This is an optimization exercise on Yosys and OpenROAD, whose aim is small area, a short achievable clock period and few clock cycles per item, not a production implementation. The RTL was checked by simulation tests, not by an equivalence proof against the original design. Power and IR drop assume default switching activity.

run E:
==> module fpu_mult_arb, before the edit <==
module fpu_mult_arb
#(
   parameter int NUM_REQ = 4
)(
   input  logic                    clk,
   input  logic                    rst,
   input  logic [NUM_REQ-1:0]      req_valid,
   output logic [NUM_REQ-1:0]      req_ready,
   input  logic [NUM_REQ*FP_W-1:0] req_a,
   input  logic [NUM_REQ*FP_W-1:0] req_b,
   output logic [NUM_REQ-1:0]      rsp_valid,
   input  logic [NUM_REQ-1:0]      rsp_ready,
   output logic [FP_W-1:0]         rsp_data,
   output logic                    busy
);
   localparam int NC = MULT_CUT_W;
   logic [3:0]  r_ptr;       
   logic        r_v1;        
   logic        r_v2;        
   logic [3:0]  r_rdy;       
   logic [3:0]  r_hown;      
   logic        r_kv;        
   logic [3:0]  r_kown;      
   logic        r_busy;
   logic [22:0] r1_ma;
   logic [MULT_B_W-1:0] r1_bs;    
   logic [7:0]  r1_e;
   logic        r1_s;
   logic [NC-1:0] r2_cut;
   logic [7:0]  r2_e;
   logic        r2_s;
   logic [24:0] r3_hi;           
   logic [7:0]  r3_e, r3_e1;     
   logic        r3_s;
   logic [31:0] r_hdata;         
   logic [31:0] r_kdata;         
   wire [3:0] w_own1 = {r_ptr[0], r_ptr[3:1]};
   wire [3:0] w_own2 = {r_ptr[1:0], r_ptr[3:2]};
   logic [31:0] w_a, w_b;
   always_comb begin
      w_a = '0;
      w_b = '0;
      for (int i = 0; i < 4; i++) begin
         w_a = w_a | (req_a[i*32 +: 32] & {32{r_ptr[i]}});
         w_b = w_b | (req_b[i*32 +: 32] & {32{r_ptr[i]}});
      end
   end
   logic [MULT_B_W-1:0] w_bs;
   fpu_mult_pre u_pre (.mb(w_b[22:0]), .bs(w_bs));
   logic [NC-1:0] w_cut;
   fpu_mult_sa u_sa (.ma(r1_ma), .bs(r1_bs), .cut(w_cut));
   logic [24:0] w_hi;
   fpu_mult_sb u_sb (.cut(r2_cut), .hi(w_hi));
   wire [31:0] w_res = r3_hi[24] ? {r3_s, r3_e1, r3_hi[23:1]} : {r3_s, r3_e, r3_hi[22:0]};
   wire w_taken = |(r_hown & rsp_ready);
   wire w_hfree = ~(|r_hown) | w_taken;
   wire w_acc   = |r_rdy;
   wire w_kv_n  = w_hfree ? (r_kv & w_acc) : (r_kv | w_acc);
   wire w_drop  = r_v2 & w_kv_n;       
   always_ff @(posedge clk or posedge rst) begin
      if (rst) begin
         r_ptr  <= 4'b0001;
         r_v1   <= 1'b0;
         r_v2   <= 1'b0;
         r_rdy  <= '0;
         r_hown <= '0;
         r_kv   <= 1'b0;
         r_kown <= '0;
         r_busy <= 1'b0;
      end else begin
         if (w_hfree) begin
            if (r_kv) begin
               r_hown <= r_kown;
               r_kown <= r_rdy;
            end else begin
               r_hown <= r_rdy;
            end
         end else if (w_acc) begin
            r_kown <= r_rdy;
         end
         r_kv   <= w_kv_n;
         r_busy <= ~w_hfree | r_kv | w_acc;
         if (w_drop) begin
            r_v1  <= 1'b0;
            r_v2  <= 1'b0;
            r_rdy <= '0;
            r_ptr <= w_own2;
         end else begin
            r_v1  <= |(req_valid & r_ptr);
            r_v2  <= r_v1;
            r_rdy <= {4{r_v2}} & w_own2;
            r_ptr <= {r_ptr[2:0], r_ptr[3]};
         end
      end
   end
   always_ff @(posedge clk) begin
      r1_ma  <= w_a[22:0];
      r1_bs  <= w_bs;
      r1_e   <= w_a[30:23] + w_b[30:23] + 8'd129;    
      r1_s   <= w_a[31] ^ w_b[31];
      r2_cut <= w_cut;
      r2_e   <= r1_e;
      r2_s   <= r1_s;
      r3_hi  <= w_hi;
      r3_e   <= r2_e;
      r3_e1  <= r2_e + 8'd1;
      r3_s   <= r2_s;
      if (w_hfree)
         r_hdata <= r_kv ? r_kdata : w_res;
      if (~(r_kv & ~w_hfree))
         r_kdata <= w_res;
   end
   assign req_ready = r_rdy;
   assign rsp_valid = r_hown;
   assign rsp_data  = r_hdata;
   assign busy      = r_busy;
endmodule
export LEC_CHECK = 0
export CAP_MARGIN = 20
export CORE_MARGIN = 2
export CORE_UTILIZATION = 60
export SLEW_MARGIN = 20
export SYNTH_HIERARCHICAL = 1
export SYNTH_MINIMUM_KEEP_SIZE = 0
create_clock -name core_clock -period 9.0 [get_ports {clk}]
standard.sh (not shown) runs the stock make flow with config.mk's settings and CLKGATE_MAP_FILE= SYNTH_SCRIPT=/design/flow/synth_recipe.tcl, a recipe that flattens the netlist after the stock synthesis.
==> flow/flow/run.sh <==
#!/bin/bash
# Layout flow: the standard layout (standard.sh: the standard synthesis,
# floorplan, power grid, placement, CTS and routing, all unchanged) with two
# settings of how the layout is made:
#   - every input and output port still gets its own buffer, but a
#     sky130_fd_sc_hd__buf_1 instead of the delay cell buffer_ports picks;
set -euo pipefail
MARGIN=5.8
cd "$(dirname "$0")/.."
bash standard.sh "BUFFER_PORTS_ARGS=-buffer_cell sky130_fd_sc_hd__buf_1" \
   "SETUP_SLACK_MARGIN=$MARGIN" finish > standard.log 2>&1
Testbench counts of run E, summed over its fixed seeds: cycles 3,232, items 3,200.
[inputs] run D vs run E
--- a/flow/design.v
+++ b/flow/design.v
@@ -1720,11 +1720,11 @@
    logic        r_kv;        
    logic [3:0]  r_kown;      
    logic        r_busy;
    logic [22:0] r1_ma;
    logic [MULT_B_W-1:0] r1_bs;    
-   logic [7:0]  r1_e;
+   logic [7:0]  r1_ea, r1_eb;
    logic        r1_s;
    logic [NC-1:0] r2_cut;
    logic [7:0]  r2_e;
    logic        r2_s;
    logic [24:0] r3_hi;           
@@ -1792,14 +1792,15 @@
       end
    end
    always_ff @(posedge clk) begin
       r1_ma  <= w_a[22:0];
       r1_bs  <= w_bs;
-      r1_e   <= w_a[30:23] + w_b[30:23] + 8'd129;    
+      r1_ea  <= w_a[30:23];
+      r1_eb  <= w_b[30:23];
       r1_s   <= w_a[31] ^ w_b[31];
       r2_cut <= w_cut;
-      r2_e   <= r1_e;
+      r2_e   <= r1_ea + r1_eb + 8'd129;    
       r2_s   <= r1_s;
       r3_hi  <= w_hi;
       r3_e   <= r2_e;
       r3_e1  <= r2_e + 8'd1;
       r3_s   <= r2_s;
### Flow results
- Comparing largest stage delay on the critical path for run E and run D, the bigger number came from run E.
- The final critical-path required period number comes out higher for run E vs run D.
- Diff run E and run D: maximum fanout along the worst path lower in run D
- Total power in run D vs run E: up about 120%
- Run D vs run E — routed length per instance dropped 13%.
- Side by side, total area of sequential cells turned out higher in run D than in run E.
- NOTE: total met3 wirelength after detailed routing in run D falls short of that of run E
- Number of logic stages on the critical path including buffering on run D is up relative to run E.
Testbench counts of run D, summed over its fixed seeds: cycles 3,232, items 3,200.


Another version of the RTL of fpu_mult_arb (not shown whole).
Size in the first run: about 1900 cells after synthesis, ~270 flip-flops, about 23000 um2 of cells after synthesis.
==> module fpu_mult_arb, before the edit <==
module fpu_mult_arb
#(
   parameter int NUM_REQ = 4
)(
   input  logic                    clk,
   input  logic                    rst,
   input  logic [NUM_REQ-1:0]      req_valid,
   output logic [NUM_REQ-1:0]      req_ready,
   input  logic [NUM_REQ*FP_W-1:0] req_a,
   input  logic [NUM_REQ*FP_W-1:0] req_b,
   output logic [NUM_REQ-1:0]      rsp_valid,
   input  logic [NUM_REQ-1:0]      rsp_ready,
   output logic [FP_W-1:0]         rsp_data,
   output logic                    busy
);
   localparam int NC = MULT_CUT_W;
   logic [3:0]  r_ptr;       
   logic        r_v1;        
   logic        r_v2;        
   logic [3:0]  r_rdy;       
   logic        r_park;      
   logic [3:0]  r_pown;      
   logic [3:0]  r_hown;      
   logic        r_busy;
   logic [22:0] r1_ma;
   logic [MULT_B_W-1:0] r1_bs;    
   logic [7:0]  r1_e;
   logic        r1_s;
   logic [NC-1:0] r2_cut;
   logic [7:0]  r2_e;
   logic        r2_s;
   logic [24:0] r3_hi;           
   logic [7:0]  r3_e;            
   logic        r3_s;
   logic [31:0] r_hdata;         
   wire [3:0] w_own1 = {r_ptr[0], r_ptr[3:1]};
   wire [3:0] w_own2 = {r_ptr[1:0], r_ptr[3:2]};
   logic [31:0] w_a, w_b;
   always_comb begin
      w_a = '0;
      w_b = '0;
      for (int i = 0; i < 4; i++) begin
         w_a = w_a | (req_a[i*32 +: 32] & {32{r_ptr[i]}});
         w_b = w_b | (req_b[i*32 +: 32] & {32{r_ptr[i]}});
      end
   end
   logic [MULT_B_W-1:0] w_bs;
   fpu_mult_pre u_pre (.mb(w_b[22:0]), .bs(w_bs));
   logic [NC-1:0] w_cut;
   fpu_mult_sa u_sa (.ma(r1_ma), .bs(r1_bs), .cut(w_cut));
   logic [24:0] w_hi;
   fpu_mult_sb u_sb (.cut(r2_cut), .hi(w_hi));
   wire [7:0]  w_e1  = r3_e + 8'd1;
   wire [31:0] w_res = r3_hi[24] ? {r3_s, w_e1, r3_hi[23:1]} : {r3_s, r3_e, r3_hi[22:0]};
   wire       w_taken = |(r_hown & rsp_ready);
   wire       w_hfree = ~(|r_hown) | w_taken;
   wire       w_s3    = (|r_rdy) | r_park;           
   wire [3:0] w_s3own = r_park ? r_pown : r_rdy;
   wire       w_hold  = w_s3 & ~w_hfree;             
   wire       w_drop  = r_v2 & w_hold;
   always_ff @(posedge clk or posedge rst) begin
      if (rst) begin
         r_ptr  <= 4'b0001;
         r_v1   <= 1'b0;
         r_v2   <= 1'b0;
         r_rdy  <= '0;
         r_park <= 1'b0;
         r_pown <= '0;
         r_hown <= '0;
         r_busy <= 1'b0;
      end else begin
         if (w_hfree)
            r_hown <= w_s3 ? w_s3own : 4'b0;
         r_park <= w_hold;
         if (w_hold)
            r_pown <= w_s3own;
         r_busy <= w_s3 | ~w_hfree;
         if (w_drop) begin
            r_v1  <= 1'b0;
            r_v2  <= 1'b0;
            r_rdy <= '0;
            r_ptr <= w_own2;
         end else begin
            r_v1  <= |(req_valid & r_ptr);
            r_v2  <= r_v1;
            r_rdy <= w_hold ? 4'b0 : ({4{r_v2}} & w_own2);
            r_ptr <= {r_ptr[2:0], r_ptr[3]};
         end
      end
   end
   always_ff @(posedge clk) begin
      r1_ma  <= w_a[22:0];
      r1_bs  <= w_bs;
      r1_e   <= w_a[30:23] + w_b[30:23] + 8'd129;    
      r1_s   <= w_a[31] ^ w_b[31];
      r2_cut <= w_cut;
      r2_e   <= r1_e;
      r2_s   <= r1_s;
      if (~w_hold) begin
         r3_hi <= w_hi;
         r3_e  <= r2_e;
         r3_s  <= r2_s;
      end
      if (w_hfree)
         r_hdata <= w_res;
   end
   assign req_ready = r_rdy;
   assign rsp_valid = r_hown;
   assign rsp_data  = r_hdata;
   assign busy      = r_busy;
endmodule
Settings: LEC_CHECK=0, CAP_MARGIN=0, CORE_MARGIN=2, CORE_UTILIZATION=60, SLEW_MARGIN=0, SYNTH_HIERARCHICAL=1, SYNTH_MINIMUM_KEEP_SIZE=0, TNS_END_PERCENT=0; clock period 9.0 ns.
Scripts as last shown in full above: flow/flow/run.sh
The starting point completed without violations.
Testbench counts at the start, summed over its fixed seeds: cycles 3,232, items 3,200.
Rerun with:
--- a/flow/design.v
+++ b/flow/design.v
@@ -1714,25 +1714,26 @@
    localparam int NC = MULT_CUT_W;
    logic [3:0]  r_ptr;       
    logic        r_v1;        
    logic        r_v2;        
    logic [3:0]  r_rdy;       
-   logic        r_park;      
-   logic [3:0]  r_pown;      
    logic [3:0]  r_hown;      
+   logic        r_kv;        
+   logic [3:0]  r_kown;      
    logic        r_busy;
    logic [22:0] r1_ma;
    logic [MULT_B_W-1:0] r1_bs;    
-   logic [7:0]  r1_e;
+   logic [7:0]  r1_ea, r1_eb;
    logic        r1_s;
    logic [NC-1:0] r2_cut;
    logic [7:0]  r2_e;
    logic        r2_s;
    logic [24:0] r3_hi;           
    logic [7:0]  r3_e;            
    logic        r3_s;
    logic [31:0] r_hdata;         
+   logic [31:0] r_kdata;         
    wire [3:0] w_own1 = {r_ptr[0], r_ptr[3:1]};
    wire [3:0] w_own2 = {r_ptr[1:0], r_ptr[3:2]};
    logic [31:0] w_a, w_b;
    always_comb begin
       w_a = '0;
@@ -1748,61 +1749,67 @@
    fpu_mult_sa u_sa (.ma(r1_ma), .bs(r1_bs), .cut(w_cut));
    logic [24:0] w_hi;
    fpu_mult_sb u_sb (.cut(r2_cut), .hi(w_hi));
    wire [7:0]  w_e1  = r3_e + 8'd1;
    wire [31:0] w_res = r3_hi[24] ? {r3_s, w_e1, r3_hi[23:1]} : {r3_s, r3_e, r3_hi[22:0]};
-   wire       w_taken = |(r_hown & rsp_ready);
-   wire       w_hfree = ~(|r_hown) | w_taken;
-   wire       w_s3    = (|r_rdy) | r_park;           
-   wire [3:0] w_s3own = r_park ? r_pown : r_rdy;
-   wire       w_hold  = w_s3 & ~w_hfree;             
-   wire       w_drop  = r_v2 & w_hold;
+   wire w_taken = |(r_hown & rsp_ready);
+   wire w_hfree = ~(|r_hown) | w_taken;
+   wire w_acc   = |r_rdy;
+   wire w_kv_n  = w_hfree ? (r_kv & w_acc) : (r_kv | w_acc);
+   wire w_drop  = r_v2 & w_kv_n;       
    always_ff @(posedge clk or posedge rst) begin
       if (rst) begin
          r_ptr  <= 4'b0001;
          r_v1   <= 1'b0;
          r_v2   <= 1'b0;
          r_rdy  <= '0;
-         r_park <= 1'b0;
-         r_pown <= '0;
          r_hown <= '0;
+         r_kv   <= 1'b0;
+         r_kown <= '0;
          r_busy <= 1'b0;
       end else begin
-         if (w_hfree)
-            r_hown <= w_s3 ? w_s3own : 4'b0;
-         r_park <= w_hold;
-         if (w_hold)
-            r_pown <= w_s3own;
-         r_busy <= w_s3 | ~w_hfree;
+         if (w_hfree) begin
+            if (r_kv) begin
+               r_hown <= r_kown;
+               r_kown <= r_rdy;
+            end else begin
+               r_hown <= r_rdy;
+            end
+         end else if (w_acc) begin
+            r_kown <= r_rdy;
+         end
+         r_kv   <= w_kv_n;
+         r_busy <= ~w_hfree | r_kv | w_acc;
          if (w_drop) begin
             r_v1  <= 1'b0;
             r_v2  <= 1'b0;
             r_rdy <= '0;
             r_ptr <= w_own2;
          end else begin
             r_v1  <= |(req_valid & r_ptr);
             r_v2  <= r_v1;
-            r_rdy <= w_hold ? 4'b0 : ({4{r_v2}} & w_own2);
+            r_rdy <= {4{r_v2}} & w_own2;
             r_ptr <= {r_ptr[2:0], r_ptr[3]};
          end
       end
    end
    always_ff @(posedge clk) begin
       r1_ma  <= w_a[22:0];
       r1_bs  <= w_bs;
-      r1_e   <= w_a[30:23] + w_b[30:23] + 8'd129;    
+      r1_ea  <= w_a[30:23];
+      r1_eb  <= w_b[30:23];
       r1_s   <= w_a[31] ^ w_b[31];
       r2_cut <= w_cut;
-      r2_e   <= r1_e;
+      r2_e   <= r1_ea + r1_eb + 8'd129;    
       r2_s   <= r1_s;
-      if (~w_hold) begin
-         r3_hi <= w_hi;
-         r3_e  <= r2_e;
-         r3_s  <= r2_s;
-      end
+      r3_hi  <= w_hi;
+      r3_e   <= r2_e;
+      r3_s   <= r2_s;
       if (w_hfree)
-         r_hdata <= w_res;
+         r_hdata <= r_kv ? r_kdata : w_res;
+      if (~(r_kv & ~w_hfree))
+         r_kdata <= w_res;
    end
    assign req_ready = r_rdy;
    assign rsp_valid = r_hown;
    assign rsp_data  = r_hdata;
    assign busy      = r_busy;
Cell area climbs by a few percent.
Global-route usage drops by 1.1 points.
Power climbs by roughly a tenth.
Register-to-register slack improves by 0.06 ns.
Wire length drops slightly.
Area after synthesis climbs by a few percent.
Die area climbs by a few percent.
Testbench counts after the change, summed over its fixed seeds: cycles 3,232, items 3,200.

==> separate check: timing with driven ports <==
How much do the figures lean on ideal ports? The routed layouts below were timed once more, with nothing changed but the port constraints. Step 1 assumes that a clkbuf_16 drives the clock port and a buf_2 every other input. Step 2 times the ports against the registers' clock, not the clock port: input delays grow and output delays shrink by t, the midpoint of the rising clock arrivals with the driver on. Three values: no drivers, after step 1, after step 2; two values: the first two.
| run | shift t [ns] | setup slack, ns | clock arrival spread, ns | worst register clock-pin slew, ns |
|---|---|---|---|---|
| run E | 0.605 | 5.823 / 5.823 / 5.317 | 0.020 / 0.020 | 0.07 / 0.07 |
| run D | 0.603 | 5.833 / 5.833 / 5.559 | 0.026 / 0.025 | 0.06 / 0.06 |
| the first run of note 2 | 0.639 | 5.759 / 5.759 / 5.237 | 0.017 / 0.017 | 0.07 / 0.07 |
| the second run of note 2 | 0.605 | 5.818 / 5.818 / 5.348 | 0.028 / 0.028 | 0.06 / 0.06 |
After both steps setup and hold are still met in every run listed. For the first run of note 2, which loses most, drivers alone change the setup slack by 0.000 ns; drivers and shift together by -0.522 ns.
